Source: an optimization exercise on an open RTL-to-GDS flow (aim: small area, a short achievable clock period and few clock cycles per item). Production flows keep margins and buffers that such runs may drop. In this exercise RTL edits were held to simulation tests only and were not proved equivalent to the original. Power figures rest on the tool's default switching activity, not on a simulated workload.

`flow/run.sh`:
```
#!/bin/bash
# synth_recipe.tcl (not shown) runs the flow's synth.tcl, then flattens the netlist and writes it again
# the make line also repeats each setting of config.mk as NAME=value (left out here)
make -C /OpenROAD-flow-scripts/flow DESIGN_CONFIG=/design/flow/config.mk WORK_HOME=/design/flow/orfs CLKGATE_MAP_FILE= SYNTH_SCRIPT=/design/flow/synth_recipe.tcl finish
```
`flow/config.mk`:
```
export PLATFORM = sky130hd
export DESIGN_NAME = normalized_iir_section_filter
export DESIGN_NICKNAME = normalized_iir_section_filter
export VERILOG_FILES = /design/flow/design.v
export SDC_FILE = /design/flow/constraint.sdc
export NUM_CORES = 4
export LEC_CHECK = 0
export ABC_AREA = 1
export CAP_MARGIN = 20
export CORE_MARGIN = 2
export CORE_UTILIZATION = 40
export SETUP_SLACK_MARGIN = 5
export SLEW_MARGIN = 20
```
`flow/constraint.sdc`:
```
create_clock -name core_clock -period 9.0 [get_ports {clock}]
set_input_delay 1.8000 -clock core_clock [delete_from_list [all_inputs] [get_ports {clock}]]
set_output_delay 1.8000 -clock core_clock [all_outputs]
set_load 0.01 [all_outputs]
```
`flow/design.v`:
```
`default_nettype none
package nisf_pkg;
   localparam int SAMPLE_W = 16;
   localparam int COEF_BITS_DEF      = 24;
   localparam int COEF_FRAC_BITS_DEF = 16;
   localparam int CSR_INDEX_BITS = 3;
   localparam logic [CSR_INDEX_BITS-1:0] REG_DEN_LEAD   = 3'd0;
   localparam logic [CSR_INDEX_BITS-1:0] REG_DEN_FIRST  = 3'd1;
   localparam logic [CSR_INDEX_BITS-1:0] REG_DEN_SECOND = 3'd2;
   localparam logic [CSR_INDEX_BITS-1:0] REG_NUM_NOW    = 3'd3;
   localparam logic [CSR_INDEX_BITS-1:0] REG_NUM_FIRST  = 3'd4;
   localparam logic [CSR_INDEX_BITS-1:0] REG_NUM_SECOND = 3'd5;
   localparam logic OP_FILTER = 1'b0;
   localparam logic OP_FLUSH  = 1'b1;
   localparam int TERM_BITS = 3;
   localparam logic [TERM_BITS-1:0] TERM_NUM_NOW    = 3'd0;
   localparam logic [TERM_BITS-1:0] TERM_NUM_FIRST  = 3'd1;
   localparam logic [TERM_BITS-1:0] TERM_NUM_SECOND = 3'd2;
   localparam logic [TERM_BITS-1:0] TERM_DEN_FIRST  = 3'd3;
   localparam logic [TERM_BITS-1:0] TERM_DEN_SECOND = 3'd4;
   localparam logic [TERM_BITS-1:0] TERM_LAST       = TERM_DEN_SECOND;
   typedef struct packed {
      logic                       opcode;
      logic signed [SAMPLE_W-1:0] sample_in;
   } req_type;
   typedef struct packed {
      logic signed [SAMPLE_W-1:0] sample_out;
      logic                       saturated;
      logic                       div_error;
   } rsp_type;
   typedef struct packed {
      logic                 load;       
      logic                 mul_en;     
      logic [TERM_BITS-1:0] term;
      logic                 acc_en;     
      logic                 div_init;   
      logic                 div_step;   
      logic                 commit;     
      logic                 flush;      
   } dp_cmd_type;
   typedef struct packed {
      logic div_zero;
   } dp_status_type;
endpackage
`default_nettype wire
`default_nettype none
module normalized_iir_section_filter #(
   parameter int COEF_BITS      = 24,
   parameter int COEF_FRAC_BITS = 16
) (
   input  wire logic        clock,
   input  wire logic        reset,
   input  wire logic        req_valid,
   output logic             req_stall,
   input  wire logic [16:0] req_data,    
   output logic             rsp_valid,
   input  wire logic        rsp_stall,
   output logic [17:0]      rsp_data,    
   input  wire logic        csr_we,
   input  wire logic [2:0]  csr_index,
   input  wire logic [23:0] csr_wdata
);
   localparam int W = 42;    
   localparam logic signed [63:0] KHI = -(64'sd341 <<< 25);
   localparam logic signed [63:0] KLO = -(64'sd85 <<< 17);
   localparam logic [W-1:0] INIT4 = W'(64'sd4 * (KHI + KLO));
   localparam logic [W-1:0] INIT5 = W'(64'sd5 * (KHI + KLO));
   logic signed [23:0] c_a2, c_a3, c_b1, c_b2, c_b3;
   logic signed [24:0] a1n;    
   logic               a1s;    
   always_ff @(posedge clock) begin
      if (reset) begin
         a1n  <= -25'sd65536;
         a1s  <= 1'b0;
         c_a2 <= '0;
         c_a3 <= '0;
         c_b1 <= 24'h010000;
         c_b2 <= '0;
         c_b3 <= '0;
      end else if (csr_we) begin
         case (csr_index)
            3'd0: begin
               a1s <= csr_wdata[23];
               a1n <= csr_wdata[23] ? 25'(signed'(csr_wdata)) : -(25'(signed'(csr_wdata)));
            end
            3'd1: c_a2 <= csr_wdata;
            3'd2: c_a3 <= csr_wdata;
            3'd3: c_b1 <= csr_wdata;
            3'd4: c_b2 <= csr_wdata;
            3'd5: c_b3 <= csr_wdata;
            default: begin
            end
         endcase
      end
   end
   logic signed [26:0] nd3;
   wire  signed [26:0] nd1 = 27'(a1n);
   logic               dz;
   always_ff @(posedge clock) begin
      nd3 <= nd1 + (nd1 <<< 1);
      dz  <= (a1n == '0);
   end
   logic        xin_v, flush_pend;
   logic        pbusy, pdone, p_usem, p5, phl;
   logic [2:0]  pidx;
   logic [3:0]  lst;         
   logic        pend;        
   logic        mval, mz;    
   logic signed [15:0] xin, x0, x1, x2;
   logic signed [15:0] yh2;                 
   wire  signed [15:0] yh1 = rsp_data[17:2];    
   assign req_stall = xin_v | flush_pend;
   wire take    = req_valid & ~req_stall;
   wire take_x  = take & ~req_data[16];
   wire take_fl = take & req_data[16];
   wire commit  = pend & ~rsp_valid;
   wire fire_l0 = pdone & (lst == 4'd0) & (~pend | ~rsp_valid);
   wire p_start = xin_v & ~pbusy & (~pdone | fire_l0);
   wire idle    = ~pbusy & ~pdone & (lst == 4'd0) & ~pend & ~xin_v & ~rsp_valid;
   wire fl_do   = flush_pend & idle;
   wire inflt   = (lst != 4'd0) | pend | pdone;
   wire p_last  = pbusy & phl & (pidx == (p5 ? 3'd4 : 3'd3));
   always_ff @(posedge clock) begin
      if (reset) begin
         xin_v      <= 1'b0;
         flush_pend <= 1'b0;
         pbusy      <= 1'b0;
         pdone      <= 1'b0;
         lst        <= 4'd0;
         pend       <= 1'b0;
         mval       <= 1'b0;
         mz         <= 1'b1;
         rsp_valid  <= 1'b0;
      end else begin
         if (take_x) xin_v <= 1'b1;
         else if (p_start) xin_v <= 1'b0;
         if (take_fl) flush_pend <= 1'b1;
         else if (fl_do) flush_pend <= 1'b0;
         if (p_start) pbusy <= 1'b1;
         else if (p_last) pbusy <= 1'b0;
         if (p_last) pdone <= 1'b1;
         else if (fire_l0) pdone <= 1'b0;
         if (fire_l0) lst <= 4'd1;
         else if (lst == 4'd8) lst <= 4'd0;
         else if (lst != 4'd0) lst <= lst + 4'd1;
         if (lst == 4'd8) pend <= 1'b1;
         else if (commit) pend <= 1'b0;
         if (csr_we) mval <= 1'b0;
         else if (fire_l0) mval <= 1'b1;
         if (fl_do) mz <= 1'b1;
         else if (fire_l0) mz <= 1'b0;
         rsp_valid <= commit | (rsp_valid & rsp_stall);
      end
   end
   always_ff @(posedge clock) begin
      if (take_x) xin <= req_data[15:0];
   end
   always_ff @(posedge clock) begin
      if (reset || fl_do) begin
         x0 <= '0;
         x1 <= '0;
         x2 <= '0;
      end else if (p_start) begin
         x0 <= xin;
         x1 <= x0;
         x2 <= x1;
      end
   end
   always_ff @(posedge clock) begin
      if (p_start) begin
         pidx   <= 3'd0;
         phl    <= 1'b0;
         p_usem <= inflt | (~mz & mval);
         p5     <= ~inflt & ~mz & ~mval;
      end else if (pbusy) begin
         if (pidx == (p5 ? 3'd4 : 3'd3)) begin
            pidx <= 3'd0;
            phl  <= 1'b1;
         end else begin
            pidx <= pidx + 3'd1;
         end
      end
   end
   logic signed [23:0] op_c, nc_sel;
   logic signed [16:0] nv_sel;
   logic        [2:0]  n_idx;
   logic               n_hl, n_on;
   wire  signed [15:0] ya = ((lst != 4'd0) | pend) ? yh1 : yh2;
   logic               n_sub;
   always_comb begin
      n_on  = 1'b1;
      n_idx = pidx + 3'd1;
      n_hl  = phl;
      if (p_start) begin
         n_idx = 3'd0;
         n_hl  = 1'b0;
      end else if (!pbusy || p_last) begin
         n_on = 1'b0;
      end else if (pidx == (p5 ? 3'd4 : 3'd3)) begin
         n_idx = 3'd0;
         n_hl  = 1'b1;
      end
      case (n_idx)
         3'd0: begin nc_sel = c_b1; nv_sel = p_start ? 17'(xin) : 17'(x0); n_sub = 1'b0; end
         3'd1: begin nc_sel = c_b2; nv_sel = 17'(x1); n_sub = 1'b0; end
         3'd2: begin nc_sel = c_b3; nv_sel = 17'(x2); n_sub = 1'b0; end
         3'd3: begin nc_sel = c_a3; nv_sel = 17'(ya);  n_sub = 1'b1; end
         default: begin nc_sel = c_a2; nv_sel = 17'(yh1); n_sub = 1'b1; end
      endcase
   end
   logic [4:0] op_one, op_two, op_neg, n_one, n_two, n_neg;
   logic       op_on, op_on4, op_x16, n_x16;
   logic [18:0] bx;
   int          kb;
   always_comb begin
      bx = {nv_sel[16], nv_sel, 1'b0};
      n_one = '0;
      n_two = '0;
      n_neg = '0;
      n_x16 = 1'b0;
      for (int j = 0; j < 5; j++) begin
         kb = n_hl ? 2*j : 2*j + 8;
         if (n_on && (!n_hl || j < 4)) begin
            n_one[j] = bx[kb+1] ^ bx[kb];
            n_two[j] = (bx[kb+2] & ~bx[kb+1] & ~bx[kb])
                     | (~bx[kb+2] & bx[kb+1] & bx[kb]);
            n_neg[j] = (bx[kb+2] & ~(bx[kb+1] & bx[kb])) ^ (n_sub & (n_one[j] | n_two[j]));
         end
      end
      n_x16 = n_on & n_hl & (bx[17] ^ bx[16]) & (bx[17] ^ n_sub);
   end
   always_ff @(posedge clock) begin
      op_c   <= nc_sel;
      op_one <= n_one;
      op_two <= n_two;
      op_neg <= n_neg;
      op_on  <= n_on;
      op_on4 <= n_on & ~n_hl;
      op_x16 <= n_x16;
   end
   logic [W-1:0] pp [5];
   logic [25:0]  bm;
   always_comb begin
      for (int j = 0; j < 5; j++) pp[j] = '0;
      for (int j = 0; j < 5; j++) begin
         bm = ({26{op_one[j]}} & {op_c[23], op_c[23], op_c}) | ({26{op_two[j]}} & {op_c[23], op_c, 1'b0});
         bm = bm ^ {26{op_neg[j]}};
         pp[j][2*j +: 25] = bm[24:0];
         pp[j][2*j + 25]  = ((j < 4) ? op_on : op_on4) & ~bm[25];
      end
      for (int j = 0; j < 4; j++) pp[j+1][2*j] = op_neg[j];
      pp[4][16] = pp[4][16] | op_x16;
   end
   logic [W-1:0] ps, pcy, ps_fb, pc_fb;
   wire p_first = pbusy & ~phl & (pidx == 3'd0);
   wire p_shift = pbusy & phl & (pidx == 3'd0);
   always_comb begin
      if (p_first) begin
         ps_fb = p5 ? INIT5 : INIT4;
         pc_fb = '0;
      end else if (p_shift) begin
         ps_fb = ps << 8;
         pc_fb = pcy << 8;
      end else begin
         ps_fb = ps;
         pc_fb = pcy;
      end
   end
   function automatic logic [2*W-1:0] csa(input logic [W-1:0] a, input logic [W-1:0] b,
                                          input logic [W-1:0] c);
      logic [W-1:0] s, k;
      s = a ^ b ^ c;
      k = (a & b) | (a & c) | (b & c);
      csa = {s, k << 1};
   endfunction
   logic [W-1:0] ta, tb, td, te, tf, tg, th, ti;
   logic [W-1:0] ps_n, pc_n;
   always_comb begin
      {ta, tb} = csa(ps_fb, pc_fb, pp[0]);
      {td, te} = csa(pp[1], pp[2], pp[3]);
      {tf, tg} = csa(ta, tb, td);
      {th, ti} = csa(tf, tg, te);
      {ps_n, pc_n} = csa(th, ti, pp[4]);
   end
   always_ff @(posedge clock) begin
      ps  <= ps_n;
      pcy <= pc_n;
   end
   logic [25:0]        rr;        
   logic [15:0]        lq;        
   logic               inv1;      
   logic               pre_r, frc_r, negr;
   wire [27:0]        t_op = {rr, lq[15:14]} ^ {28{inv1}};
   logic              cin;       
   wire signed [26:0] tu   = {1'b0, t_op[25:0]};
   wire signed [26:0] df1  = tu + nd1 + 27'(cin);
   wire signed [26:0] df2  = tu + (nd1 <<< 1) + 27'(cin);
   wire signed [26:0] df3  = tu + nd3 + 27'(cin);
   wire signed [26:0] df4  = tu + (nd1 <<< 2) + 27'(cin);
   wire [25:0]        df0  = t_op[25:0] + 26'(cin);
   wire               g1 = ~df1[26];
   wire               g2 = ~df2[26];
   wire               g3 = ~df3[26];
   wire               g4 = ~df4[26];
   wire [1:0]         dig = g3 ? 2'd3 : g2 ? 2'd2 : g1 ? 2'd1 : 2'd0;
   wire [25:0]        rnew = g3 ? df3[25:0] : g2 ? df2[25:0] : g1 ? df1[25:0] : df0;
   wire [13:0]        lo_abs = inv1 ? (14'd0 - lq[13:0]) : lq[13:0];
   logic signed [25:0] a2x3;
   always_ff @(posedge clock) begin
      a2x3 <= 26'(c_a2) + (26'(c_a2) <<< 1);
   end
   function automatic logic [W-1:0] a2mul(input logic [1:0] e, input logic signed [23:0] a,
                                          input logic signed [25:0] a3);
      case (e)
         2'd0:    a2mul = '0;
         2'd1:    a2mul = W'(a);
         2'd2:    a2mul = W'(a) << 1;
         default: a2mul = W'(a3);
      endcase
   endfunction
   logic [W-1:0] mm;
   logic [1:0]   e_q, fc_r;
   logic         fo_r;
   wire          pre_n = (t_op[27:26] != 2'd0) | g4;
   wire          neg_n = inv1 ^ a1s;
   wire          posy = ~negr;
   wire  [W-1:0] sgnm = {W{posy}};
   wire  [W-1:0] mm_n = ((lst == 4'd2) ? {W{1'b0}} : (mm << 2))
                        + (a2mul(e_q, c_a2, a2x3) ^ sgnm) + {{(W-1){1'b0}}, posy};
   wire [W-1:0] xm  = p_usem ? (mm << 2) : '0;
   wire [W-1:0] xe  = a2mul(e_q & {2{p_usem}}, c_a2, a2x3) ^ (sgnm & {W{p_usem}});
   wire         xci = p_usem & ~negr;
   logic [W-1:0] s1, c1, s2, c2;
   always_comb begin
      {s1, c1} = csa(ps, pcy, xm);
      {s2, c2} = csa(s1, c1 | {{(W-1){1'b0}}, xci}, xe);
   end
   wire [W-1:0] acc = s2 + c2;
   always_ff @(posedge clock) begin
      if (fire_l0) begin
         rr   <= acc[W-1:16];
         lq   <= acc[15:0];
         inv1 <= acc[W-1];
         cin  <= acc[W-1] & (acc[13:0] == 14'd0);
      end else if (lst != 4'd0) begin
         rr   <= rnew;
         lq   <= {(lst == 4'd1) ? lo_abs : lq[13:0], dig};
         inv1 <= 1'b0;
         cin  <= 1'b0;
      end
      if (lst == 4'd1) begin
         pre_r <= pre_n;
         frc_r <= pre_n | g2;
         negr  <= neg_n;
      end
      if (reset || fl_do) begin
         mm <= '0;
      end else if (lst >= 4'd2) begin
         mm <= mm_n;
      end
      if (lst == 4'd1) begin
         e_q  <= dz ? 2'd0 : (pre_n | g2) ? (neg_n ? 2'd2 : 2'd1) : dig;
         fo_r <= dz | pre_n | g2;
         fc_r <= (dz | neg_n) ? 2'd0 : 2'd3;
      end else if (lst != 4'd0) begin
         e_q  <= fo_r ? fc_r : dig;
      end
   end
   logic [15:0] mag, yv;
   logic        sat;
   always_comb begin
      mag = frc_r ? (negr ? 16'h8000 : 16'h7fff) : lq;
      yv  = negr ? (16'd0 - mag) : mag;
      sat = negr ? (pre_r | (lq[15] & (lq[14:0] != 15'd0))) : frc_r;
      if (dz) begin
         yv  = '0;
         sat = 1'b0;
      end
   end
   always_ff @(posedge clock) begin
      if (reset || fl_do) begin
         rsp_data <= '0;
         yh2      <= '0;
      end else if (commit) begin
         rsp_data <= {yv, sat, dz};
         yh2      <= yh1;
      end
   end
endmodule
`default_nettype wire
```
==> results of run 1 <==
-- synth_stat cells (17+ instances only) --
| master | instances |
|---|---|
| nand2_1 | 932 |
| o21ai_1 | 36 |
| clkbuf_1 | 145 |
| nor3_1 | 55 |
| o21ai_0 | 444 |
| or2_2 | 17 |
| xor2_1 | 267 |
| nor2_1 | 464 |
| fa_1 | 213 |
| a21oi_1 | 578 |
| buf_2 | 31 |
| clkinv_1 | 38 |
| xnor2_1 | 102 |
| ha_1 | 312 |
| a31oi_1 | 50 |
| inv_1 | 780 |
| o21a_1 | 22 |
| nand3_1 | 164 |
| o221ai_1 | 43 |
| a21o_1 | 19 |
| edfxtp_1 | 69 |
| o22ai_1 | 139 |
| dfxtp_1 | 460 |
| a22oi_1 | 60 |
| o211ai_1 | 38 |
| nand4_1 | 45 |
-- power by group --
part,switching (mW),leakage [nW],total (mW),internal (mW)
clock network,1.12,1.05,2.64,1.52
registers,0.471,4.38,3.35,2.88
logic,7.74,16.8,12.5,4.81
total,9.33,22.2,18.5,9.21
-- cells by family after synthesis --
kind of cell | synth area share (%)
simple gates | 17.4
compound gates | 19.7
buf+inv | 9.45
flops | 26.4
fa+ha+maj | 19.2
xor+xnor | 7.84
other cells | 0.00879
mux | 0.0235
-- final timing paths --
kind,start,to,depth (start not counted)
setup / recovery,e_q[0]$_DFFE_PP_,rr[23]$_DFFE_PP_,19
hold / removal,c_a2[0]$_SDFFE_PP0P_,a2x3[0]$_DFF_P_,0
setup reg to reg,e_q[0]$_DFFE_PP_,rr[23]$_DFFE_PP_,19
hold reg to reg,c_a2[0]$_SDFFE_PP0P_,a2x3[0]$_DFF_P_,0
-- cell type report --
class	count	area (µm²)	share of cell area, %
clock buffers	79	1750	3.45
repair buffers	262	2570	5.07
well taps	1391	1740	3.44
multi-input cells	4158	29600	58.6
clock inverters	37	383	0.757
diodes	1	2.50	0.00494
flip-flops and latches	529	11300	22.3
inverters	837	3210	6.34
repair inverters	4	30.0	0.0593
-- flip-flops by register name (all words and copies together) (netlist names), 5 cells and up --
| register | cells |
|---|---|
| xin | 16 |
| c_a3 | 24 |
| op_one | 5 |
| c_b3 | 24 |
| nd3 | 27 |
| c_a2 | 24 |
| op_neg | 5 |
| pcy | 39 |
| a2x3 | 26 |
| op_two | 5 |
| x1 | 16 |
| x0 | 16 |
| mm | 40 |
| a1n | 25 |
| c_b2 | 24 |
| c_b1 | 24 |
| op_c | 24 |
| rsp_data | 18 |
| ps | 42 |
| rr | 26 |
| x2 | 16 |
| yh2 | 16 |
| lq | 16 |
-- metal layers --
layer / global-route usage [%] / up-vias / wire [µm]
li1: - / 19300 / -
met1: 38.4 / 19100 / 69000
met2: 44.5 / 1483 / 69600
met3: 4.18 / 259 / 10800
met4: 10.1 / 0 / 6490
met5: 0 / - / 0
-- stage by stage --
step | utilization (%) | cells
global placement | 42.2 | 7013
finish | 47.9 | 7298
CTS | 46.6 | 7227
detailed placement | 42.2 | 7013
floorplan | - | 5720
global route | 47.9 | 7297
-- critical path, cell delays in order (launching register included) --
cell,delay [ps]
edfxtp_1,490
buf_6,180
nand2_8,90
buf_12,140
clkbuf_16,150
o221ai_2,170
xor2_2,340
inv_2,80
nor2_4,130
fa_1,470
ha_4,310
nand2_1,110
nor2_2,120
inv_1,100
nor3_4,250
nand3_1,100
o211ai_1,450
a21oi_1,120
o21ai_1,130
o21ai_1,80
-- timing repair --
| item | CTS | global route |
|---|---|---|
| pin swaps | 85 | 112 |
| gates cloned | 13 | 3 |
| gates resized for setup | 353 | 214 |
| endpoints found under the setup margin | 127 | 157 |
| setup buffers | 85 | 67 |
| endpoints found under the hold margin | 0 | 0 |
==> run summary, run 1 <==
- Period utilization: 47.5%
- Final Total Pwr: 18.5 mW
- Worst skew pair latency: 670 ps
- Worst-Margin Slew: 1100 ps
- Count of cell types in the netlist: 75
- First-pass GRT wire length: 233000 µm
- Worst EP required: 9420 ps
- Relative slew slack: 26.5%
- Net Count, Synth: 6294
- Max-slew violations: 0
- H-tree depth: 2
- Total die area: 109000 µm²
- Crit path kind: flip-flop to flip-flop
- Clock Sinks: 529
- Area leader, netlist: dfxtp_1
- FF+latch count, synth: 529
- Final Wtd Congestion: 0.991
- Synth top area cells: dfxtp_1 22%, fa_1 10%, ha_1 9.2%, nand2_1 8.2%, inv_1 6.9%
- Total gr overflow: 0
- Sequential cell area fraction in the yosys report: 26.4%
- CTS root buffer: clkbuf_16
- Avg Cell Area, Syn: 7.46 µm²
- Dpl hpwl: 119000 µm
- CP Launch Type: flip-flop
- Critical Path End Type: flip-flop
- Initial antenna violation count: 1
- RSZ-0062 raised after global routing: yes
- Vias in the first global route: 38200
- WL/cell: 21.4 µm
- Total Neg Setup Slack: 0 ps
- Clock buffer depth: 3
- Avg Vias per Cell: 5.49
- Crit-path max FO: 7
- Antenna Nets Post-Route: 0
- Design area: 50600 µm²
- Inserted Clock Buffers: 61
- Drt drc: 0
- Highest-count cells in the layout ignoring fill and taps: 901 x nand2_1, 740 x inv_1, 535 x a21oi_1
- Iteration-0 DRC Markers: 3585
- Io pins: 69
- TritonCTS clock tree: yes
- Placed Area: 44500 µm²
- Fraction of layout cells with a size suffix above 1: 12.8%
- Leak Pwr: 22.2 nW
- Setup violations, final: 0
- Area grow syn2layout: 18.7%
- Commonest non-fill, non-tap cell in the layout: nand2_1
- Clock skew: 41.3 ps
- Die height: 331 µm
- Top-area cell type share of the netlist area: 21.6%
- Largest net degree at the start of global routing: 121
- IO buf count: 68
- Status: finished clean
- Core footprint: 106000 µm²
- Top_reg_cell synth: dfxtp_1
- R2R setup slack: 4720 ps
- Filler Cell Count: 10500
- Pre-Repair DR Iteration Count: 6
- Gr usage total: 27.9%
- Post-CTS Hold Buffers: 0
- Endpoints failing hold: 0
- Final WL: 156000 µm
- Worst hold path class: flip-flop to flip-flop
- Clock Pin Slew Worst Setup and Hold Paths: 60 ps
- Nets: 6427
- Asr flop ratio synth: 0%
- Fmax: 0.234 GHz
- Initial Util: 40.4%
- Pwr dens: 366 nW/µm²
- Crit path DAT: 4700 ps
- MaxCap Viol Count: 0
- Fin crit period: 4280 ps
- Die W: 331 µm
- Dpl ws: 3120 ps
- Std cell rows: 119
- Post-synth EDFFs: 69
- Peak supply drop: 183 µV
- Cells after synthesis: 5720
- Worst Slack Setup Final: 4720 ps
- DR vias: 40100
- Ys Warns: 2
- Synthesized cell area: 42700 µm²
- Final hold slack: 444 ps
Testbench counts, summed over its fixed seeds: cycles 28,928, items 3,072.
==> run 2, diff against run 1 <==
--- a/flow/config.mk
+++ b/flow/config.mk
@@ -5,7 +5,6 @@
 export SDC_FILE = /design/flow/constraint.sdc
 export NUM_CORES = 4
 export LEC_CHECK = 0
-export ABC_AREA = 1
 export CAP_MARGIN = 20
 export CORE_MARGIN = 2
 export CORE_UTILIZATION = 40
==> run 2 against run 1 <==
Effect of this change: setup slack got worse by 630 ps; non-clock buffer count rose by 24; worst hold slack got worse by 2.8 ps; synthesized cell count fell by 13%; global-route usage fell by 2.3 points; flip-flop and latch count did not move; register-to-register slack got worse by 630 ps; total power fell by 6.4%; cell area fell by 3.0%.
==> run summary, run 2 <==
- Hold depth: 2 (+2)
- MaxCap Viol Count: 0 (unchanged)
- Count of cell types in the netlist: 101 (+35%)
- Post-CTS Hold Buffers: 0 (unchanged)
- FF-to-FF Start: e_q[1]$_DFFE_PP_
- Fraction of layout cells with a size suffix above 1: 12.5% (-0.26 points)
- FF+latch count, synth: 529 (unchanged)
- Synthesized cell area: 41400 µm² (-2.8%)
- Synth top area cells: dfxtp_1 22%, fa_1 10%, ha_1 9.4%, nand2_1 6.2%, a21oi_1 5.9%
- Inserted Clock Buffers: 67 (+9.8%)
- Final Wtd Congestion: 0.949 (-4.2%)
- CP endpoint: rr[25]$_DFFE_PP_
- Die W: 326 µm (-1.4%)
- Cells after synthesis: 4974 (-13%)
- CP top delay family: compound AO/OA/AOI/OAI gates
- Initial Util: 40.2% (-0.24 points)
- Setup violations, final: 0 (unchanged)
- Clock power share: 16.4% (+2.1 points)
- Cell mode on critical path: buf_6
- Most common cell in the synthesized netlist: nand2_1
- Worst r2r dst: rr[25]$_DFFE_PP_
- Area leader, netlist: dfxtp_1
- Avg Vias per Cell: 5.73 (+4.4%)
- DR vias: 37100 (-7.4%)
- Highest-count cells in the layout ignoring fill and taps: 676 x nand2_1, 449 x dfxtp_1, 448 x a21oi_1
- Top-area cell type share of the netlist area: 22.2% (+0.63 points)
- Worst hold path class: flip-flop to flip-flop
- Pre-Repair DR Iteration Count: 6 (unchanged)
- Post-synth EDFFs: 69 (unchanged)
- Core footprint: 103000 µm² (-2.2%)
- R2R setup slack: 4090 ps (-630 ps)
- Worst Path Buf+Inv: 4 (-1)
- Crit path cell chain: buf_6 -> buf_6 -> nor2b_4 -> clkbuf_16 -> a21oi_2 -> xnor2_2 -> nand2_1 -> fa_1 -> inv_1 -> ha_4 -> nand4b_1 -> nand3_2 -> a31oi_4 -> o311a_1 -> o31a_1 -> o31ai_4 -> a31o_2 -> mux2i_2 -> o311ai_4 -> a311o_1
- Relative slew slack: 26.2% (-0.33 points)
- Area grow syn2layout: 18.4%
- Gr usage total: 25.6% (-2.3 points)
- Reg2reg path depth: 20 (+1)
- Crit-path max FO: 5 (-2)
- Sequential cell area fraction in the yosys report: 27.2% (+0.77 points)
- Die height: 326 µm (-1.4%)
- CP Launch Type: flip-flop
- Fin util: 47.6% (-0.37 points)
- Crit path DAT: 5310 ps (+610 ps)
- Max reg flops: 42 (unchanged)
- Int Power: 9.10 mW (-1.2%)
- Max-slew violations: 0 (unchanged)
- Comb power frac: 63.3% (-4.4 points)
- Critical Path End Type: flip-flop
- Io pins: 69 (unchanged)
- WL/cell: 21.8 µm (+2.2%)
- Fin crit period: 4910 ps (+630 ps)
- Total gr overflow: 0 (unchanged)
- First-pass GRT wire length: 212000 µm (-9.2%)
- Drt drc: 0 (unchanged)
- Net Count, Synth: 5548 (-12%)
- IO buf count: 68 (unchanged)
- Largest regs: ps: 42 flops, mm: 40 flops, pcy: 39 flops
- Net Sw Frac: 47.6% (-2.8 points)
- Filler Cell Count: 9887 (-5.8%)
- Vias in the first global route: 35000 (-8.3%)
- ANT cells: 0 (-1)
- Leak Pwr: 19.6 nW (-12%)
- Top_reg_cell synth: dfxtp_1
- Final Non-Filler Cells: 6476 (-11%)
- TritonCTS clock tree: yes
- Clock Pin Slew Worst Setup and Hold Paths: 60 ps (about the same)
- Clock skew: 58.5 ps (+17.2 ps)
- Asr flop ratio synth: 0% (unchanged)
- Antenna Nets Post-Route: 0 (unchanged)
- Fmax: 0.204 GHz (-13%)
- Dpl hpwl: 101000 µm (-15%)
- Commonest non-fill, non-tap cell in the layout: nand2_1
- Avg Cell Area, Syn: 8.33 µm² (+12%)
- Worst skew pair latency: 680 ps (about the same)
- Pwr dens: 353 nW/µm² (-3.5%)
- Clock Sinks: 529 (unchanged)
- Final WL: 141000 µm (-9.3%)
- Status: finished clean
- CTS root buffer: clkbuf_16
- Clock buffer depth: 3 (unchanged)
- Total die area: 106000 µm² (-2.8%)
- Largest net degree at the start of global routing: 97 (-20%)
- Peak supply drop: 250 µV (+37%)
- Std cell rows: 118 (-0.84%)
- Sequential share of power: 20.2% (+2.1 points)
- Worst EP required: 9400 ps (-20 ps)
- NetSw: 8.25 mW (-12%)
- Endpoints failing hold: 0 (unchanged)
- Crit path launch: e_q[1]$_DFFE_PP_
- Ys Warns: 2 (unchanged)
- Iteration-0 DRC Markers: 3269 (-8.8%)
- Nets: 5615 (-13%)
- H-tree depth: 3 (+1)
- Crit path kind: flip-flop to flip-flop
- Initial antenna violation count: 1 (unchanged)
- Worst path max stage delay: 550 ps (+60 ps)
- Worst-Margin Slew: 1100 ps (+1.91 ps)
- Total Neg Setup Slack: 0 ps (unchanged)
- Placed insts: 6182 (-12%)
- RSZ-0062 raised after global routing: yes
- Critical Path Stages: 20 (+1)
- Post-synth top cells: 683 x nand2_1, 489 x a21oi_1, 460 x dfxtp_1
- Top reg by flops: ps
- Period utilization: 54.5% (+7.0 points)
- Crit-path slowest cell: fa_1
## run 2: changes by cell type in the layout (fill, tap and decap cells not counted), sizes merged, moves of 63 or more
cell	before	now
o21ai	483	221
a22oi	60	129
xor2	274	168
nand3	171	93
and2	5	88
o22ai	139	10
a21o	19	82
inv	798	271
a21oi	579	490
xnor2	102	222
nor2b	0	76
nor2	477	315
nand2	955	683
mux2i	1	68
## run 2: stage by stage
step | hold WS [ps] | instance area [µm²] | worst slack (ps) | power (mW)
finish | 441 | 49100 | 4090 | 17.4
global route | 466 | 49100 | 3950 | 18.6
CTS | 439 | 47800 | 4140 | 16.7
detailed placement | 442 | 43600 | 3310 | 12.9
global placement | 434 | 43600 | 3390 | 12.8
floorplan | 386 | 42100 | 4580 | 10.4
## run 2: area by class of cell
class	count	area (µm²)	area share, %
multi-input combinational	3883	29900	61.0
sequential	529	11300	23.0
timing repair buffer	286	2750	5.59
clock buffer	95	1910	3.89
tap	1380	1730	3.52
inverter	271	1040	2.11
clock inverter	29	433	0.882
timing repair inverter	3	20.0	0.0408
## run 2: worst register-to-register path: cells and delay by family, from the launching register on
| kind | cells | cell delay, ps |
|---|---|---|
| simple gates | 4 | 620 |
| flops | 1 | 370 |
| fa+ha+maj | 2 | 840 |
| buf+inv | 4 | 550 |
| xor+xnor | 1 | 210 |
| mux | 1 | 260 |
| compound gates | 8 | 1830 |
## run 2: routing by layer
layer / part of all wire (%) / track usage, % / routed length, µm
met1: 44 / 36.0 / 62400
met2: 44 / 39.2 / 62200
met3: 8.1 / 4.76 / 11500
met4: 3.7 / 8.95 / 5300
met5: 0 / 0 / 0
## run 2: power by group through the flow
stage | sequential, mW | combinational, mW | clock, mW
after detailed placement | 3.52 | 9.36 | 0
after CTS | 3.47 | 10.3 | 2.91
after global placement | 3.52 | 9.25 | 0
after global routing | 3.53 | 12.1 | 3.00
final | 3.51 | 11.0 | 2.85
after floorplan | 3.14 | 7.26 | 0
## run 2: cell families (layout without fill, tap and decap cells)
kind of cell | Yosys count | in the layout | share of synthesized area, %
flip-flops | 529 | 529 | 27.2
other | 1 | 1 | 0.00905
AO/OA/AOI/OAI | 1348 | 1348 | 20.7
adder cells (fa/ha/maj) | 525 | 525 | 19.7
AND/OR/NAND/NOR | 1539 | 1545 | 17.1
multiplexers | 74 | 74 | 1.84
XOR/XNOR | 390 | 390 | 8.24
buffers and inverters | 568 | 684 | 5.27
## run 2: how the worst min path moves through the flow
stage,start,to,slack [ps]
global placement,x0[7]$_SDFFE_PP0N_,x1[7]$_SDFFE_PP0N_,430
CTS,x0[14]$_SDFFE_PP0N_,x1[14]$_SDFFE_PP0N_,440
global route,x0[14]$_SDFFE_PP0N_,x1[14]$_SDFFE_PP0N_,470
floorplan,a1n[24]$_SDFFE_PP1P_,nd3[26]$_DFF_P_,390
detailed placement,x0[7]$_SDFFE_PP0N_,x1[7]$_SDFFE_PP0N_,440
finish,x0[14]$_SDFFE_PP0N_,x1[14]$_SDFFE_PP0N_,440
## run 2: timing repair
action	in CTS	in global routing
pin swaps	71	83
gates cloned	11	5
endpoints found under the setup margin	152	100
buffers inserted	90	63
resized for setup	185	153
==> run 3, diff against run 2 <==
--- a/flow/design.v
+++ b/flow/design.v
@@ -182,6 +182,7 @@
       end
    end
    logic signed [23:0] op_c, nc_sel;
+   logic        [4:0]  op_sel;
    logic signed [16:0] nv_sel;
    logic        [2:0]  n_idx;
    logic               n_hl, n_on;
@@ -230,7 +231,7 @@
       n_x16 = n_on & n_hl & (bx[17] ^ bx[16]) & (bx[17] ^ n_sub);
    end
    always_ff @(posedge clock) begin
-      op_c   <= nc_sel;
+      op_sel <= n_on ? (5'd1 << n_idx) : 5'd0;
       op_one <= n_one;
       op_two <= n_two;
       op_neg <= n_neg;
@@ -238,6 +239,8 @@
       op_on4 <= n_on & ~n_hl;
       op_x16 <= n_x16;
    end
+   assign op_c = ({24{op_sel[0]}} & c_b1) | ({24{op_sel[1]}} & c_b2) | ({24{op_sel[2]}} & c_b3)
+               | ({24{op_sel[3]}} & c_a3) | ({24{op_sel[4]}} & c_a2);
    logic [W-1:0] pp [5];
    logic [25:0]  bm;
    always_comb begin
--- a/flow/config.mk
+++ b/flow/config.mk
@@ -5,8 +5,9 @@
 export SDC_FILE = /design/flow/constraint.sdc
 export NUM_CORES = 4
 export LEC_CHECK = 0
+export ABC_AREA = 1
 export CAP_MARGIN = 20
 export CORE_MARGIN = 2
 export CORE_UTILIZATION = 40
-export SETUP_SLACK_MARGIN = 5
+export SETUP_SLACK_MARGIN = 4.5
 export SLEW_MARGIN = 20
==> run 3 against run 2 <==
Effect of this change: global-route usage increased by 2.1 points; critical path depth increased by 5; cell count up 12%; setup slack improved by 390 ps; largest cell class unchanged; largest power group unchanged; highest routed layer unchanged.
==> run summary, run 3 <==
- Status: finished clean
- Crit path launch: e_q[0]$_DFFE_PP_
- Avg Cell Area, Syn: 7.36 µm² (-12%)
- Final Total Pwr: 14.6 mW (-16%)
- Area leader, netlist: dfxtp_1
- Initial antenna violation count: 1 (unchanged)
- Worst EP required: 9370 ps (-30 ps)
- Period utilization: 50.2% (-4.4 points)
- Pwr dens: 303 nW/µm² (-14%)
- Total die area: 109000 µm² (+2.3%)
- Crit-path max FO: 8 (+3)
- Crit-path slowest cell: fa_1
- Critical Path End Type: flip-flop
- Iteration-0 DRC Markers: 3683 (+13%)
- Fraction of layout cells with a size suffix above 1: 7.24% (-5.3 points)
- Io pins: 69 (unchanged)
- Placed Area: 44500 µm² (+2.0%)
- Count of cell types in the netlist: 69 (-32%)
- Worst skew pair latency: 660 ps (-20 ps)
- Max-slew violations: 0 (unchanged)
- Gr usage total: 27.6% (+2.1 points)
- MaxCap Viol Count: 0 (unchanged)
- Avg Vias per Cell: 5.52 (-3.7%)
- Asr flop ratio synth: 0% (unchanged)
- Largest net degree at the start of global routing: 132 (+36%)
- Clock buffer depth: 3 (unchanged)
- IO buf count: 68 (unchanged)
- Peak supply drop: 194 µV (-22%)
- Top_reg_cell synth: dfxtp_1
- Clock skew: 55.1 ps (-3.39 ps)
- Fmax: 0.221 GHz (+8.7%)
- Worst-Margin Slew: 1070 ps (-31.7 ps)
- Filler Cell Count: 10600 (+7.7%)
- Post-CTS Hold Buffers: 0 (unchanged)
- Min-delay src: x0[5]$_SDFFE_PP0N_
- Top reg by flops: ps
- Worst path max stage delay: 540 ps (about the same)
- DR vias: 40000 (+7.7%)
- Worst Slack Setup Final: 4480 ps (+392 ps)
- Top-area cell type share of the netlist area: 20.8% (-1.4 points)
- Setup violations, final: 0 (unchanged)
- Clock Sinks: 510 (-3.6%)
- Die height: 330 µm (+1.1%)
- WL/cell: 21.2 µm (-3.1%)
- ANT cells: 0 (unchanged)
- Die W: 330 µm (+1.1%)
- Inserted Clock Buffers: 66 (-1.5%)
- RSZ-0062 raised after global routing: yes
- Ys Warns: 2 (unchanged)
- Antenna Nets Post-Route: 0 (unchanged)
- Most common cell in the synthesized netlist: nand2_1
- Total Neg Setup Slack: 0 ps (unchanged)
- First-pass GRT wire length: 231000 µm (+8.9%)
- Area grow syn2layout: 13.6%
- Crit path kind: flip-flop to flip-flop
- Leak Pwr: 21.3 nW (+8.6%)
- FF+latch count, synth: 510 (-3.6%)
- Final WL: 154000 µm (+8.5%)
- Relative slew slack: 28.4% (+2.2 points)
- Drt drc: 0 (unchanged)
- Fin crit period: 4520 ps (-392 ps)
- Crit path DAT: 4890 ps (-420 ps)
- Highest-count cells in the layout ignoring fill and taps: 895 x nand2_1, 795 x inv_1, 530 x nor2_1
- Cells after synthesis: 5759 (+16%)
- Std cell rows: 119 (+0.85%)
- Post-synth EDFFs: 69 (unchanged)
- Worst Path Buf+Inv: 5 (+1)
- CP Launch Type: flip-flop
- TritonCTS clock tree: yes
- Core footprint: 105000 µm² (+2.0%)
- Synth top area cells: dfxtp_1 21%, fa_1 10%, ha_1 9.2%, nand2_1 8.0%, inv_1 7.1%
- Vias in the first global route: 38300 (+9.4%)
- Final Non-Filler Cells: 7249 (+12%)
- Endpoints failing hold: 0 (unchanged)
- Nets: 6383 (+14%)
- Clock Pin Slew Worst Setup and Hold Paths: 60 ps (about the same)
- Max reg flops: 42 (unchanged)
- Worst hold path class: flip-flop to flip-flop
- Dpl hpwl: 119000 µm (+18%)
- H-tree depth: 3 (unchanged)
- Final Wtd Congestion: 0.979 (+3.2%)
- CP top delay family: simple AND/OR/NAND/NOR gates
- Initial Util: 40.3% (+0.13 points)
- Total gr overflow: 0 (unchanged)
- Net Count, Synth: 6334 (+14%)
- Sequential cell area fraction in the yosys report: 25.7% (-1.5 points)
- Placed insts: 7069 (+14%)
- Design area: 48200 µm² (-1.9%)
- Pre-Repair DR Iteration Count: 6 (unchanged)
- Commonest non-fill, non-tap cell in the layout: nand2_1
- Post-synth top cells: 905 x nand2_1, 805 x inv_1, 546 x nor2_1
- Largest regs: ps: 42 flops, mm: 40 flops, pcy: 39 flops
- Cell mode on critical path: nand2_1
- FF-to-FF Start: e_q[0]$_DFFE_PP_
- CTS root buffer: clkbuf_16
- Synthesized cell area: 42400 µm² (+2.3%)
- Dpl ws: 3480 ps (+176 ps)
-- run 3: what timing repair did --
item,CTS,global route
setup endpoints to repair,66,134
pin swaps,8,28
endpoints found under the hold margin,0,0
cloned,1,3
setup buffers,32,25
resized for setup,59,144
-- run 3: power by group --
group	switching [mW]	internal, mW	total, mW	leakage, nW
logic	5.68	3.13	8.81	16.0
clock network	1.15	1.60	2.75	1.09
registers	0.322	2.70	3.02	4.22
-- run 3: metal layers --
metal | vias to the layer above | wire length [µm] | GRT usage [%]
met5 | - | 0 | 0
met4 | 0 | 6970 | 11.6
met3 | 292 | 9310 | 3.76
met2 | 1372 | 71500 | 45.9
met1 | 19100 | 65700 | 36.0
li1 | 19200 | - | -
-- run 3: cells by family after synthesis --
group | count (synthesis) | share of synthesized area (%)
flops | 510 | 25.7
fa+ha+maj | 526 | 19.3
buf+inv | 1045 | 9.47
compound gates | 1446 | 19.3
mux | 3 | 0.0708
simple gates | 1839 | 18.1
other cells | 1 | 0.00884
xor+xnor | 389 | 8.07
-- run 3: final timing paths --
check	endpoint	slack [ps]	cells past startpoint
max	rr[18]$_DFFE_PP_	4480	25
min reg2reg	x1[5]$_SDFFE_PP0N_	450	2
max reg2reg	rr[18]$_DFFE_PP_	4480	25
min	x1[5]$_SDFFE_PP0N_	450	2
-- run 3: worst min-delay path, delay by kind of cell, from the launching register on --
family,cells,cell delay (ps)
buf+inv,1,50
flops,1,290
compound gates,1,60
-- run 3: cell type report --
| type | count | area (µm²) | area share [%] |
|---|---|---|---|
| timing repair inverter | 1 | 7.51 | 0.0156 |
| sequential | 510 | 10900 | 22.6 |
| timing repair buffer | 196 | 1820 | 3.79 |
| clock buffer | 94 | 1880 | 3.90 |
| clock inverter | 24 | 389 | 0.808 |
| multi-input combinational | 4204 | 28300 | 58.7 |
| inverter | 829 | 3160 | 6.56 |
| tap | 1391 | 1740 | 3.61 |
-- run 3: stage by stage --
stage                     hold slack [ps]  util, %
after floorplan                       377        -
after global routing                  469     45.8
after CTS                             452     44.9
after detailed placement              444     42.3
after global placement                437     42.3
final                                 448     45.8
Testbench counts of run 3, summed over its fixed seeds: cycles 28,928, items 3,072.
==> run 4, diff against run 3 <==
--- a/flow/config.mk
+++ b/flow/config.mk
@@ -9,5 +9,5 @@
 export CAP_MARGIN = 20
 export CORE_MARGIN = 2
 export CORE_UTILIZATION = 40
-export SETUP_SLACK_MARGIN = 4.5
+export SETUP_SLACK_MARGIN = 5
 export SLEW_MARGIN = 20
==> run 4 against run 3 <==
Effect of this change: utilization rose by 3.8 points; cell area increased by 8.4%; cell count up 2.2%; via count is 2.7% higher; sequential share of layout area decreased by 1.7 points; synthesized cell count unchanged; flip-flop and latch count did not move; clock skew is 34 ps higher; routed wire length grew 5.4%; sequential power hardly changed; clock power hardly changed; setup slack gained 210 ps.
==> run summary, run 4 <==
- Relative slew slack: 11.9% (-17 points)
- Clock Pin Slew Worst Setup and Hold Paths: 60 ps (about the same)
- Worst hold path class: flip-flop to flip-flop
- Crit-path slowest cell: fa_1
- Synth top area cells: dfxtp_1 21%, fa_1 10%, ha_1 9.2%, nand2_1 8.0%, inv_1 7.1%
- Final WL: 162000 µm (+5.4%)
- RSZ-0062 raised after global routing: yes
- Top reg by flops: ps
- Most common cell in the synthesized netlist: nand2_1
- Post-CTS Hold Buffers: 0 (unchanged)
- Pre-Repair DR Iteration Count: 6 (unchanged)
- IO buf count: 68 (unchanged)
- Setup violations, final: 0 (unchanged)
- DR vias: 41100 (+2.7%)
- Avg Vias per Cell: 5.54 (+0.48%)
- Crit-path max FO: 6 (-2)
- Clock Sinks: 510 (unchanged)
- Worst EP required: 9420 ps (+50 ps)
- Die W: 330 µm (unchanged)
- Placed insts: 7067 (-0.028%)
- Cells after synthesis: 5759 (unchanged)
- Inserted Clock Buffers: 60 (-9.1%)
- Leak Pwr: 22.5 nW (+5.7%)
- Final Non-Filler Cells: 7411 (+2.2%)
- Clock buffer depth: 3 (unchanged)
- Sequential cell area fraction in the yosys report: 25.7% (unchanged)
- Area leader, netlist: dfxtp_1
- Crit path kind: flip-flop to flip-flop
- Fraction of layout cells with a size suffix above 1: 16.0% (+8.8 points)
- Reg2reg path depth: 21 (-16%)
- Area grow syn2layout: 23.1%
- H-tree depth: 2 (-1)
- Clock skew: 89.3 ps (+34.2 ps)
- Dpl hpwl: 120000 µm (+1.4%)
- Net Count, Synth: 6334 (unchanged)
- Sequential cell area: 10900 µm² (about the same)
- CTS root buffer: clkbuf_16
- Post-synth EDFFs: 69 (unchanged)
- Commonest non-fill, non-tap cell in the layout: nand2_1
- Worst skew pair latency: 740 ps (+80 ps)
- Largest regs: ps: 42 flops, mm: 40 flops, pcy: 39 flops
- Antenna Nets Post-Route: 0 (unchanged)
- Total gr overflow: 0 (unchanged)
- Hold depth: 2 (unchanged)
- Final Wtd Congestion: 0.961 (-1.8%)
- Fmax: 0.232 GHz (+4.8%)
- Final Total Pwr: 16.2 mW (+11%)
- Std cell rows: 119 (unchanged)
- Crit path DAT: 4730 ps (-160 ps)
- Initial Util: 40.3% (unchanged)
- Largest net degree at the start of global routing: 114 (-14%)
- Core footprint: 105000 µm² (unchanged)
- Peak supply drop: 261 µV (+34%)
- Die height: 330 µm (unchanged)
- Pwr dens: 310 nW/µm² (+2.4%)
- Filler Cell Count: 10200 (-4.6%)
- First-pass GRT wire length: 239000 µm (+3.8%)
- Gr usage total: 28.7% (+1.1 points)
- TritonCTS clock tree: yes
- Iteration-0 DRC Markers: 3614 (-1.9%)
- Max-slew violations: 0 (unchanged)
- Critical Path End Type: flip-flop
- Ys Warns: 2 (unchanged)
- Nets: 6543 (+2.5%)
- Worst-Margin Slew: 1320 ps (+248 ps)
- Top-area cell type share of the netlist area: 20.8% (unchanged)
- Io pins: 69 (unchanged)
- Post-synth top cells: 905 x nand2_1, 805 x inv_1, 546 x nor2_1
- MaxCap Viol Count: 0 (unchanged)
- Max reg flops: 42 (unchanged)
- Vias in the first global route: 39100 (+2.2%)
- Drt drc: 0 (unchanged)
- Endpoints failing hold: 0 (unchanged)
- Highest-count cells in the layout ignoring fill and taps: 868 x nand2_1, 739 x inv_1, 498 x nor2_1
- Top_reg_cell synth: dfxtp_1
- Avg Cell Area, Syn: 7.36 µm² (unchanged)
- Total Neg Setup Slack: 0 ps (unchanged)
- Multi-input logic area: 30600 µm² (+8.2%)
- Synthesized cell area: 42400 µm² (unchanged)
- Period utilization: 47.9% (-2.3 points)
- Worst path max stage delay: 580 ps (+40 ps)
- Status: finished clean
- Count of cell types in the netlist: 69 (unchanged)
- Crit path cell chain: buf_6 -> bufbuf_16 -> nand2_2 -> inv_2 -> fa_1 -> fa_1 -> ha_4 -> a21oi_1 -> inv_1 -> a21oi_1 -> o21ai_2 -> a21oi_2 -> nor2_1 -> nor2_2 -> o21bai_2 -> nand2_1 -> nand2_2 -> a21o_1 -> or2_4 -> nand2_4 -> nand2_1
- Initial antenna violation count: 1 (unchanged)
- WL/cell: 21.8 µm (+3.1%)
- CP Launch Type: flip-flop
- FF+latch count, synth: 510 (unchanged)
- Asr flop ratio synth: 0% (unchanged)
- Fin crit period: 4310 ps (-207 ps)
- Total die area: 109000 µm² (unchanged)
## run 4: cell counts after synthesis
No cell type changed its count.
## run 4: per-layer routing
layer,vias up,track usage (%),share of wire [%]
li1,19600,-,-
met1,19600,37.6,42
met2,1513,47.5,46
met3,353,3.71,6.4
met4,2,12.8,5.2
met5,-,0,0.0080
## run 4: cell type report
| type | instances | share of cell area (%) |
|---|---|---|
| Multi-Input combinational cell | 4206 | 58.6 |
| Sequential cell | 510 | 20.9 |
| Timing Repair Buffer | 358 | 6.72 |
| Inverter | 829 | 6.15 |
| Clock buffer | 87 | 3.59 |
| Tap cell | 1391 | 3.33 |
| Clock inverter | 25 | 0.681 |
| Timing Repair inverter | 3 | 0.0431 |
| Antenna cell | 2 | 0.00959 |
## run 4: final timing paths
kind | start | end | slack [ps]
worst max register to register | p_usem$_DFFE_PN_ | rr[18]$_DFFE_PP_ | 4690
worst max-delay path | p_usem$_DFFE_PN_ | rr[18]$_DFFE_PP_ | 4690
worst min-delay path | x0[0]$_SDFFE_PP0N_ | x1[0]$_SDFFE_PP0N_ | 450
worst min register to register | x0[0]$_SDFFE_PP0N_ | x1[0]$_SDFFE_PP0N_ | 450
## run 4: report_power, final
| group | total (mW) | switching [mW] | internal, mW |
|---|---|---|---|
| clock | 2.73 | 1.14 | 1.60 |
| combinational | 10.4 | 6.41 | 4.00 |
| sequential | 3.04 | 0.339 | 2.70 |
## run 4: cells by family (layout without fill, tap and decap cells)
group / after synthesis / in the layout / share of synthesized area [%]
adders and majority gates: 526 / 526 / 19.3
buffers and inverters: 1045 / 1302 / 9.47
DFF: 510 / 510 / 25.7
other: 1 / 3 / 0.00884
and+or+nand+nor: 1839 / 1840 / 18.1
xor gates and xnor gates: 389 / 389 / 8.07
AOI/OAI and AO/OA: 1446 / 1447 / 19.3
muxes: 3 / 3 / 0.0708
## run 4: what timing repair did
item / in CTS / in global routing
setup buffers: 110 / 101
gates resized for setup: 352 / 402
gates cloned: 11 / 8
pin swaps: 96 / 194
endpoints found under the hold margin: 0 / 0
endpoints found under the setup margin: 199 / 288
## run 4: critical path: cells and delay by family, from the launching register on
| kind | cells | cell delay [ps] |
|---|---|---|
| simple gates | 8 | 740 |
| compound gates | 6 | 790 |
| buf+inv | 4 | 640 |
| fa+ha+maj | 3 | 1310 |
| flops | 1 | 500 |
## run 4: stage by stage
stage          utilization [%]  instance area (µm²)  setup slack [ps]  hold slack, ps
6_report                  49.6                52200              4690             449
5_1_grt                   49.6                52200              4570             478
4_1_cts                   47.1                49500              4650             454
3_5_place_dp              42.4                44600              3470             443
3_3_place_gp              42.4                44600              3510             438
2_1_floorplan                -                42600              4990             377
==> run 5, diff against run 4 <==
--- a/flow/design.v
+++ b/flow/design.v
@@ -308,16 +308,22 @@
    wire [1:0]         dig = g3 ? 2'd3 : g2 ? 2'd2 : g1 ? 2'd1 : 2'd0;
    wire [25:0]        rnew = g3 ? df3[25:0] : g2 ? df2[25:0] : g1 ? df1[25:0] : df0;
    wire [13:0]        lo_abs = inv1 ? (14'd0 - lq[13:0]) : lq[13:0];
-   logic signed [25:0] a2x3;
+   logic signed [23:0] a2s;
+   logic signed [25:0] a3s;
    always_ff @(posedge clock) begin
-      a2x3 <= 26'(c_a2) + (26'(c_a2) <<< 1);
+      if (lst == 4'd1) begin
+         a2s <= c_a2 ^ {24{~neg_n}};
+         a3s <= (26'(c_a2) + (26'(c_a2) <<< 1)) ^ {26{~neg_n}};
+      end
    end
    function automatic logic [W-1:0] a2mul(input logic [1:0] e, input logic signed [23:0] a,
-                                          input logic signed [25:0] a3);
+                                          input logic signed [25:0] a3, input logic lsb);
+      logic [W-1:0] ax;
+      ax = W'(a);
       case (e)
          2'd0:    a2mul = '0;
-         2'd1:    a2mul = W'(a);
-         2'd2:    a2mul = W'(a) << 1;
+         2'd1:    a2mul = ax;
+         2'd2:    a2mul = {ax[W-2:0], lsb};
          default: a2mul = W'(a3);
       endcase
    endfunction
@@ -327,12 +333,12 @@
    wire          pre_n = (t_op[27:26] != 2'd0) | g4;
    wire          neg_n = inv1 ^ a1s;
    wire          posy = ~negr;
-   wire  [W-1:0] sgnm = {W{posy}};
+   wire          e_nz = (e_q != 2'd0);
    wire  [W-1:0] mm_n = ((lst == 4'd2) ? {W{1'b0}} : (mm << 2))
-                        + (a2mul(e_q, c_a2, a2x3) ^ sgnm) + {{(W-1){1'b0}}, posy};
+                        + a2mul(e_q, a2s, a3s, posy) + {{(W-1){1'b0}}, posy & e_nz};
    wire [W-1:0] xm  = p_usem ? (mm << 2) : '0;
-   wire [W-1:0] xe  = a2mul(e_q & {2{p_usem}}, c_a2, a2x3) ^ (sgnm & {W{p_usem}});
-   wire         xci = p_usem & ~negr;
+   wire [W-1:0] xe  = a2mul(e_q & {2{p_usem}}, a2s, a3s, posy);
+   wire         xci = p_usem & posy & e_nz;
    logic [W-1:0] s1, c1, s2, c2;
    always_comb begin
       {s1, c1} = csa(ps, pcy, xm);
@@ -344,7 +350,7 @@
          rr   <= acc[W-1:16];
          lq   <= acc[15:0];
          inv1 <= acc[W-1];
-         cin  <= acc[W-1] & (acc[13:0] == 14'd0);
+         cin  <= acc[W-1] & (((s2[13:0] ^ c2[13:0]) ^ {s2[12:0] | c2[12:0], 1'b0}) == 14'd0);
       end else if (lst != 4'd0) begin
          rr   <= rnew;
          lq   <= {(lst == 4'd1) ? lo_abs : lq[13:0], dig};
--- a/flow/config.mk
+++ b/flow/config.mk
@@ -9,5 +9,5 @@
 export CAP_MARGIN = 20
 export CORE_MARGIN = 2
 export CORE_UTILIZATION = 40
-export SETUP_SLACK_MARGIN = 5
+export SETUP_SLACK_MARGIN = 4.5
 export SLEW_MARGIN = 20
==> run 5 against run 4 <==
Effect of this change: combinational power about the same; cell area shrank 6.8%; utilization shrank 4.3 points; total power up 7.0%.
==> run summary, run 5 <==
- Critical Path End Type: flip-flop
- CP Launch Type: flip-flop
- CTS root buffer: clkbuf_16
- Synth top area cells: dfxtp_1 19%, fa_1 9.9%, ha_1 9.4%, nand2_1 8.4%, edfxtp_1 8.1%
- Largest net degree at the start of global routing: 110 (-3.5%)
- Vias in the first global route: 38300 (-2.2%)
- Sequential cell area fraction in the yosys report: 27.2% (+1.5 points)
- Multi-input logic area: 28000 µm² (-8.5%)
- Area leader, netlist: dfxtp_1
- Reg2reg path depth: 13 (-38%)
- Crit path DAT: 4820 ps (+90 ps)
- Total Neg Setup Slack: 0 ps (unchanged)
- Antenna Nets Post-Route: 0 (unchanged)
- Fmax: 0.234 GHz (+0.81%)
- Comb power frac: 61.8% (-2.5 points)
- Clock power share: 18.3% (+1.4 points)
- ANT cells: 0 (-2)
- Filler Cell Count: 11000 (+8.4%)
- Net Count, Synth: 6383 (+0.77%)
- Max-slew violations: 0 (unchanged)
- Peak supply drop: 267 µV (+2.3%)
- Die W: 334 µm (+1.2%)
- FF+latch count, synth: 532 (+4.3%)
- Io pins: 69 (unchanged)
- Crit-path max FO: 52 (+46)
- MaxCap Viol Count: 0 (unchanged)
- Max reg flops: 42 (unchanged)
- Top-area cell type share of the netlist area: 19.1% (-1.7 points)
- Hold depth: 2 (unchanged)
- Highest-count cells in the layout ignoring fill and taps: 970 x nand2_1, 792 x inv_1, 557 x a21oi_1
- Top reg by flops: ps
- WL/cell: 21.7 µm (-0.40%)
- Dpl hpwl: 123000 µm (+2.6%)
- Net Sw Frac: 50.6% (+1.9 points)
- Initial Util: 40.5% (+0.17 points)
- Die height: 334 µm (+1.2%)
- Total gr overflow: 0 (unchanged)
- Setup violations, final: 0 (unchanged)
- DR vias: 40400 (-1.6%)
- Cells after synthesis: 5795 (+0.63%)
- Post-synth top cells: 978 x nand2_1, 796 x inv_1, 564 x a21oi_1
- Avg Vias per Cell: 5.56 (+0.32%)
- Iteration-0 DRC Markers: 3830 (+6.0%)
- Worst skew pair latency: 670 ps (-70 ps)
- Leak Pwr: 21.8 nW (-3.0%)
- Int Power: 8.55 mW (+3.0%)
- Clock buffer depth: 3 (unchanged)
- Pre-Repair DR Iteration Count: 6 (unchanged)
- Worst hold path class: flip-flop to flip-flop
- IO buf count: 68 (unchanged)
- First-pass GRT wire length: 238000 µm (-0.62%)
- Area grow syn2layout: 11.9%
- Gr usage total: 28.0% (-0.78 points)
- Sequential cell area: 11800 µm² (+8.4%)
- Largest regs: ps: 42 flops, mm: 40 flops, pcy: 39 flops
- Std cell rows: 120 (+0.84%)
- Nets: 6396 (-2.2%)
- Initial antenna violation count: 4 (+3)
- Status: finished clean
- Clock Sinks: 532 (+4.3%)
- Post-synth EDFFs: 117 (+70%)
- Worst-Margin Slew: 1110 ps (-208 ps)
- Drt drc: 0 (unchanged)
- Asr flop ratio synth: 0% (unchanged)
- Final Total Pwr: 17.3 mW (+7.0%)
- Core footprint: 108000 µm² (+2.1%)
- Count of cell types in the netlist: 71 (+2.9%)
- Top_reg_cell synth: dfxtp_1
- H-tree depth: 3 (+1)
- RSZ-0062 raised after global routing: yes
- Final WL: 158000 µm (-2.3%)
- Avg Cell Area, Syn: 7.50 µm² (+1.9%)
- Worst EP required: 9540 ps (+120 ps)
- Synthesized cell area: 43500 µm² (+2.5%)
- Fin crit period: 4270 ps (-34.7 ps)
- Relative slew slack: 25.7% (+14 points)
- Clock Pin Slew Worst Setup and Hold Paths: 60 ps (about the same)
- Placed Area: 45600 µm² (+2.2%)
- Period utilization: 47.5% (-0.39 points)
- Commonest non-fill, non-tap cell in the layout: nand2_1
- Fraction of layout cells with a size suffix above 1: 5.58% (-10 points)
- Final Wtd Congestion: 0.986 (+2.6%)
- Pwr dens: 356 nW/µm² (+15%)
- NetSw: 8.76 mW (+11%)
- Design area: 48700 µm² (-6.8%)
- Most common cell in the synthesized netlist: nand2_1
- Inserted Clock Buffers: 69 (+15%)
- Endpoints failing hold: 0 (unchanged)
- TritonCTS clock tree: yes
- Crit path kind: flip-flop to flip-flop
- Ys Warns: 2 (unchanged)
- Clock skew: 64.3 ps (-25.0 ps)
- Total die area: 111000 µm² (+2.5%)
- Sequential share of power: 19.9% (+1.1 points)
[run 5: cell types whose count changed in the layout (fill, tap and decap cells not counted), sizes merged, moves of 15 or more]
cell / delta
buf: -196
nor2: -89
nand2: +70
edfxtp: +48
a21oi: +29
dfxtp: -26
nor3: +19
clkinvlp: -15
[run 5: per-stage QoR]
stage	hold slack, ps	setup slack, ps	instances	util (%)
after detailed placement	437	3330	7126	42.5
after CTS	446	4470	7260	45.0
final	451	4730	7267	45.3
after global routing	462	4470	7267	45.3
after global placement	430	3430	7126	42.5
after floorplan	425	4870	5795	-
[run 5: final cells by class]
| cell class | instances | area share [%] |
|---|---|---|
| clock buffers | 87 | 3.85 |
| clock inverters | 40 | 1.48 |
| inverters | 817 | 6.37 |
| multi-input cells | 4232 | 57.5 |
| flip-flops and latches | 532 | 24.3 |
| well taps | 1403 | 3.61 |
| repair buffers | 154 | 2.90 |
| repair inverters | 2 | 0.0309 |
[run 5: layer usage]
| metal | GRT usage (%) | up-vias | wire length (µm) |
|---|---|---|---|
| met5 | 0 | - | 13 |
| met4 | 10.7 | 2 | 6430 |
| met3 | 3.88 | 258 | 10900 |
| met2 | 44.3 | 1425 | 70600 |
| met1 | 38.6 | 19400 | 70100 |
| li1 | - | 19400 | - |
[run 5: logic make-up (layout without fill, tap and decap cells)]
group	Yosys count	in the layout	synth area share, %
flip-flops	532	532	27.2
adder cells (fa/ha/maj)	539	539	19.2
buffers and inverters	1032	1100	9.15
other	1	1	0.00862
AND/OR/NAND/NOR	1838	1839	17.7
AO/OA/AOI/OAI	1472	1472	19.1
XOR/XNOR	381	381	7.71
[run 5: critical path, cell delays in order, from the launching register on]
cell and delay, ps:
dfxtp_1 340, inv_2 120, ha_1 160, nand3_1 100
buf_6 240, clkinv_1 80, buf_4 500, o21ai_0 250
fa_1 590, inv_1 70, fa_1 520, fa_1 550
inv_1 60, fa_1 470
[run 5: timing repair]
item,4_1_cts,5_1_grt
gates cloned,2,1
pin swaps,0,3
gates resized for setup,26,64
setup buffers,5,6
hold buffers,0,0
endpoints found under the setup margin,91,70
[run 5: worst paths after layout]
check / end / from / slack [ps]
min: x1[3]$_SDFFE_PP0N_ / x0[3]$_SDFFE_PP0N_ / 450
min reg2reg: x1[3]$_SDFFE_PP0N_ / x0[3]$_SDFFE_PP0N_ / 450
max reg2reg: ps[15]$_DFF_P_ / pidx[0]$_SDFFE_PN0P_ / 4730
max: ps[15]$_DFF_P_ / pidx[0]$_SDFFE_PN0P_ / 4730
[run 5: power by group through the flow]
stage | clock (mW) | sequential, mW | combinational (mW)
2_1_floorplan | 0 | 3.22 | 7.41
3_3_place_gp | 0 | 3.49 | 10.3
3_5_place_dp | 0 | 3.49 | 10.3
4_1_cts | 3.21 | 3.43 | 10.5
5_1_grt | 3.32 | 3.46 | 12.0
6_report | 3.16 | 3.45 | 10.7
Testbench counts of run 5, summed over its fixed seeds: cycles 28,928, items 3,072.
==> run 6, diff against run 5 <==
--- a/flow/config.mk
+++ b/flow/config.mk
@@ -9,5 +9,5 @@
 export CAP_MARGIN = 20
 export CORE_MARGIN = 2
 export CORE_UTILIZATION = 40
-export SETUP_SLACK_MARGIN = 4.5
+export SETUP_SLACK_MARGIN = 5
 export SLEW_MARGIN = 20
==> run 6 against run 5 <==
Effect of this change: still clean on timing, DRC and antenna; synthesized cell count is the same; total power grew 6.0%; worst hold slack about the same; maximum frequency increased by 5.4%; non-clock buffer count grew 87; cell area up 3.9%; sequential share of layout area is 0.91 points lower; count of clock-buffer cells in the layout rose by 4; routed wire length up 1.6%; critical path depth up 9; first-iteration DRC count shrank 5.8%; die area stayed put; critical endpoint is now rr[23]$_DFFE_PP_.
==> run summary, run 6 <==
- Status: finished clean
- Die height: 334 µm (unchanged)
- Crit path kind: flip-flop to flip-flop
- Dpl ws: 3380 ps (+57.2 ps)
- Worst path max stage delay: 600 ps (about the same)
- Vias in the first global route: 38900 (+1.6%)
- Comb power frac: 65.4% (+3.6 points)
- Int Power: 9.10 mW (+6.4%)
- Crit-path slowest cell: fa_2
- Asr flop ratio synth: 0% (unchanged)
- R2R setup slack: 4940 ps (+220 ps)
- Clock skew: 45.4 ps (-18.9 ps)
- Highest-count cells in the layout ignoring fill and taps: 947 x nand2_1, 772 x inv_1, 538 x a21oi_1
- Filler Cell Count: 10800 (-2.2%)
- Setup violations, final: 0 (unchanged)
- Io pins: 69 (unchanged)
- Min-delay src: x0[1]$_SDFFE_PP0N_
- Max-slew violations: 0 (unchanged)
- Iteration-0 DRC Markers: 3606 (-5.8%)
- Total die area: 111000 µm² (unchanged)
- Worst-Margin Slew: 1110 ps (-6.15 ps)
- Gr usage total: 28.2% (+0.20 points)
- Fraction of layout cells with a size suffix above 1: 9.79% (+4.2 points)
- Net Sw Frac: 50.4% (-0.22 points)
- Final hold slack: 451 ps (+0.233 ps)
- Final Total Pwr: 18.3 mW (+6.0%)
- Pwr dens: 363 nW/µm² (+2.0%)
- DR vias: 40800 (+0.93%)
- Avg Vias per Cell: 5.55 (-0.21%)
- Largest net degree at the start of global routing: 78 (-29%)
- CP endpoint: rr[23]$_DFFE_PP_
- Leak Pwr: 22.4 nW (+2.7%)
- Largest regs: ps: 42 flops, mm: 40 flops, pcy: 39 flops
- Total gr overflow: 0 (unchanged)
- Critical Path End Type: flip-flop
- CP Launch Type: flip-flop
- Pre-Repair DR Iteration Count: 6 (unchanged)
- Endpoints failing hold: 0 (unchanged)
- Synthesized cell area: 43500 µm² (unchanged)
- Worst r2r dst: rr[23]$_DFFE_PP_
- Most common cell in the synthesized netlist: nand2_1
- Initial Util: 40.5% (unchanged)
- Cell mode on critical path: nand2_1
- Total Neg Setup Slack: 0 ps (unchanged)
- FF-to-FF Start: p_usem$_DFFE_PN_
- Fin crit period: 4060 ps (-217 ps)
- IO buf count: 68 (unchanged)
- MaxCap Viol Count: 0 (unchanged)
- Sequential cell area fraction in the yosys report: 27.2% (unchanged)
- Drt drc: 0 (unchanged)
- RSZ-0062 raised after global routing: yes
- Fmax: 0.246 GHz (+5.4%)
- Clock Pin Slew Worst Setup and Hold Paths: 60 ps (about the same)
- Dpl hpwl: 123000 µm (-0.39%)
- Avg Cell Area, Syn: 7.50 µm² (unchanged)
- Inserted Clock Buffers: 68 (-1.4%)
- Multi-input logic area: 29100 µm² (+4.0%)
- CTS root buffer: clkbuf_16
- Final Wtd Congestion: 0.992 (+0.65%)
- FF+latch count, synth: 532 (unchanged)
- Reg2reg path depth: 22 (+9)
- Relative slew slack: 26.1% (+0.41 points)
- Cells after synthesis: 5795 (unchanged)
- Crit path cell chain: buf_6 -> buf_12 -> nand2_1 -> inv_2 -> fa_2 -> fa_2 -> ha_4 -> nand2_4 -> nor2_4 -> a21oi_4 -> o21ai_2 -> nand2_1 -> nand2_2 -> nand3_2 -> nand2_2 -> nand2_1 -> o211ai_1 -> nand2_1 -> nand2_1 -> nand2_1 -> nand3_1 -> nand2_1
- Nets: 6483 (+1.4%)
- Peak supply drop: 296 µV (+11%)
- Post-synth EDFFs: 117 (unchanged)
- Post-synth top cells: 978 x nand2_1, 796 x inv_1, 564 x a21oi_1
- Crit path launch: p_usem$_DFFE_PN_
- Period utilization: 45.1% (-2.4 points)
- Core footprint: 108000 µm² (unchanged)
==> run 6: cell counts after synthesis <==
Identical to the previous run, type by type.
==> run 6: power by group through the flow <==
| stage | clock, mW | combinational (mW) | sequential (mW) |
|---|---|---|---|
| finish | 2.88 | 12.0 | 3.48 |
| global route | 3.02 | 13.3 | 3.49 |
| CTS | 2.93 | 10.9 | 3.44 |
| detailed placement | 0 | 10.4 | 3.49 |
| global placement | 0 | 10.3 | 3.49 |
| floorplan | 0 | 7.41 | 3.22 |
==> run 6: worst min path at each step <==
stage / slack [ps] / endpoint
after global routing: 470 / x1[10]$_SDFFE_PP0N_
final: 450 / x1[1]$_SDFFE_PP0N_
after global placement: 430 / x1[3]$_SDFFE_PP0N_
after CTS: 450 / x1[3]$_SDFFE_PP0N_
after detailed placement: 440 / x1[3]$_SDFFE_PP0N_
after floorplan: 420 / x1[6]$_SDFFE_PP0N_
==> run 6: repair_timing <==
item,in CTS,in global routing
cloned,8,4
hold buffers,0,0
endpoints found under the setup margin,135,152
pin swaps,15,86
resized for setup,144,243
buffers inserted,18,67
==> run 6: cell families (layout without fill, tap and decap cells) <==
group	count (synthesis)	after routing	share of synthesized area (%)
compound gates	1472	1472	19.1
xor+xnor	381	381	7.71
fa+ha+maj	539	539	19.2
buf+inv	1032	1183	9.15
flops	532	532	27.2
other cells	1	1	0.00862
simple gates	1838	1839	17.7
==> run 6: metal layers <==
layer	global-route usage [%]	up-vias	wire length [µm]
met5	0	-	0
li1	-	19600	-
met4	10.7	0	6980
met3	4.58	308	11600
met1	38.4	19500	70400
met2	44.8	1429	71600
==> run 6: layout make-up <==
type	instances	share of cell area [%]
clock inverter	31	0.925
timing repair inverter	3	0.0445
tap	1403	3.47
multi-input combinational	4232	57.5
clock buffer	91	3.70
timing repair buffer	241	4.77
sequential	532	23.4
inverter	817	6.21
==> run 6: through the flow <==
step / utilization (%) / instances / instance area [µm²]
6_report: 47.1 / 7350 / 50600
5_1_grt: 47.1 / 7350 / 50600
4_1_cts: 45.5 / 7279 / 49000
3_5_place_dp: 42.5 / 7131 / 45700
3_3_place_gp: 42.5 / 7130 / 45700
2_1_floorplan: - / 5795 / 43500
==> run 6: worst max-delay path: cells and delay by family, from the launching register on <==
kind | cells | cell delay (ps)
flops | 1 | 400
compound gates | 3 | 420
simple gates | 13 | 1170
fa+ha+maj | 3 | 1420
buf+inv | 3 | 360
